What follows belongs to an exercise in optimizing a design on an open flow for small area, a short achievable clock period and few clock cycles; a production flow would make more cautious choices. At most, simulation tests tie the RTL to the original design; equivalence was not proved.

== run A ==
// battleship_top
module battleship_top (
    input  logic        clk,
    input  logic        reset,
    input  logic        read,
    input  logic [9:0]  req,
    output logic [11:0] data_out,
    output logic        data_ready
);
Size: about 320 flip-flops.
==> flow/config.mk <==
export PLATFORM = sky130hd
export DESIGN_NAME = battleship_top
export DESIGN_NICKNAME = battleship_top
export VERILOG_FILES = /design/flow/design.v
export SDC_FILE = /design/flow/constraint.sdc
export NUM_CORES = 4
export LEC_CHECK = 0
export ABC_AREA = 1
export CAP_MARGIN = 20
export CORE_MARGIN = 2
export CORE_UTILIZATION = 55
export CTS_BUF_LIST = sky130_fd_sc_hd__clkbuf_8 sky130_fd_sc_hd__clkbuf_16
export CTS_CLUSTER_DIAMETER = 80
export CTS_CLUSTER_SIZE = 24
export SLEW_MARGIN = 20
==> flow/constraint.sdc <==
create_clock -name core_clock -period 9.0 [get_ports {clk}]
set_input_delay 1.8000 -clock core_clock [delete_from_list [all_inputs] [get_ports {clk}]]
set_output_delay 1.8000 -clock core_clock [all_outputs]
set_load 0.01 [all_outputs]
standard.sh (not shown) runs the stock make flow with config.mk's settings and CLKGATE_MAP_FILE= SYNTH_SCRIPT=/design/flow/synth_recipe.tcl, a recipe that flattens the netlist after the stock synthesis.
==> flow/flow/run.sh <==
#!/bin/bash
set -euo pipefail
bash standard.sh SETUP_SLACK_MARGIN=6 "BUFFER_PORTS_ARGS=-buffer_cell sky130_fd_sc_hd__buf_4" finish > flow_standard.log 2>&1
Testbench counts of run A, summed over its fixed seeds: cycles 2,888.
Changes in run B relative to run A:
-- flow/design.v --
<<< run A, line 88
    logic [4:0]  sidx_q;             
    logic [4:0]  hits [2];           
    logic        f_pchk;             
    logic        f_shot;             
    logic        f_ovl;              
    logic        f_last;             
    logic        f_place, f_hit, f_win;
    assign f_place = f_pchk && !f_ovl;   
    assign f_hit   = f_shot && f_ovl;    
    assign f_win   = f_hit && f_last;    
    logic [3:0]  srow [10];          
    logic [3:0]  scol [10];
>>> run B, line 88
    logic [4:0]  sidx_q;             
    logic [4:0]  hits [2];           
    logic        f_place;            
    logic        f_shot;             
    logic        f_hit;              
    logic        f_win;              
    logic [3:0]  srow [10];          
    logic [3:0]  scol [10];
<<< run A, line 217
    assign fits     = h ? ((r < 4'd10) && ge4(lim, c)) : ((c < 4'd10) && ge4(lim, r));
    assign turn_ok  = (p == turn);
    logic shot_ok, last_hit;
    assign last_hit = bsel ? (hits[1] == HITS_16) : (hits[0] == HITS_16);
    assign shot_ok  = shooting && turn_ok && on_board && !was_shot;
    assign data_out[11] = f_win;
    assign data_out[10] = f_shot && !f_win;
>>> run B, line 213
    assign fits     = h ? ((r < 4'd10) && ge4(lim, c)) : ((c < 4'd10) && ge4(lim, r));
    assign turn_ok  = (p == turn);
    logic place_ok, shot_ok, hit, win, last_hit;
    assign last_hit = bsel ? (hits[1] == HITS_16) : (hits[0] == HITS_16);
    assign place_ok = placing && turn_ok && fits && !overlap;
    assign shot_ok  = shooting && turn_ok && on_board && !was_shot;
    assign hit      = shot_ok && overlap;
    assign win      = hit && last_hit;
    assign data_out[11] = f_win;
    assign data_out[10] = f_shot && !f_win;
<<< run A, line 226
    begin
        data_out[8:0] <= {r, c, p};
        f_ovl         <= overlap;
        f_last        <= last_hit;
        if (reset)
        begin
>>> run B, line 225
    begin
        data_out[8:0] <= {r, c, p};
        if (reset)
        begin
<<< run A, line 238
            hits[0]    <= '0;
            hits[1]    <= '0;
            f_pchk     <= 1'b0;
            f_shot     <= 1'b0;
        end
        else
>>> run B, line 235
            hits[0]    <= '0;
            hits[1]    <= '0;
            f_place    <= 1'b0;
            f_shot     <= 1'b0;
            f_hit      <= 1'b0;
            f_win      <= 1'b0;
        end
        else
<<< run A, line 254
                else        hits[0] <= lfsr_next(hits[0]);
            end
            f_pchk     <= read && placing && turn_ok && fits;
            f_shot     <= read && shot_ok;
        end
    end
>>> run B, line 253
                else        hits[0] <= lfsr_next(hits[0]);
            end
            f_place    <= read && place_ok;
            f_shot     <= read && shot_ok;
            f_hit      <= read && hit;
            f_win      <= read && win;
        end
    end
### Flow results
Run A → run B: worst hold slack increased by 0.0047 ns relative to the old numbers; fraction of area in registers closely matched the old numbers; floorplan die width increased by about 0.5% relative to the old numbers; met2 layer usage reported by global route increased by 2.7 points relative to the old numbers; area occupied by multi-input gates decreased by about 0.8% relative to the old numbers.
A critical path's slowest cell of sky130_fd_sc_hd__dfxtp_4 is what run A shows, while sky130_fd_sc_hd__buf_8 belongs to run B.
Run B vs run A — relative max-transition margin dropped 8.9 points.
For run B, only the layout was checked, not whether the RTL still works.

-- afterwards: timing with drivers on the ports --
In the flow no input, the clock included, has a driving cell. The finished layouts below were timed again as built, in two steps.
Step 1 assumes that a clkbuf_16 drives the clock port and a buf_2 every other input.
Step 2, shift: input delay + t, output delay - t, t = (earliest + latest rising clock arrival at the registers) / 2. This alone moves slack from input paths to output paths.
a / b / c = ideal / step 1 / step 2; a / b = the first two.
run	shift t [ns]	setup WS [ns]	hold slack, ns	worst register clock-pin slew, ns	worst slew at a driven data input, ns
run A	0.571	5.911 / 5.861 / 5.322	0.471 / 0.471 / 0.471	0.10 / 0.10	0.15
run B	0.582	5.763 / 5.654 / 5.072	0.475 / 0.475 / 0.475	0.11 / 0.11	0.19
After both steps setup and hold are still met in every run listed. The setup slack of run B, which loses most, moves by -0.109 ns with the drivers and by -0.691 ns with both steps.
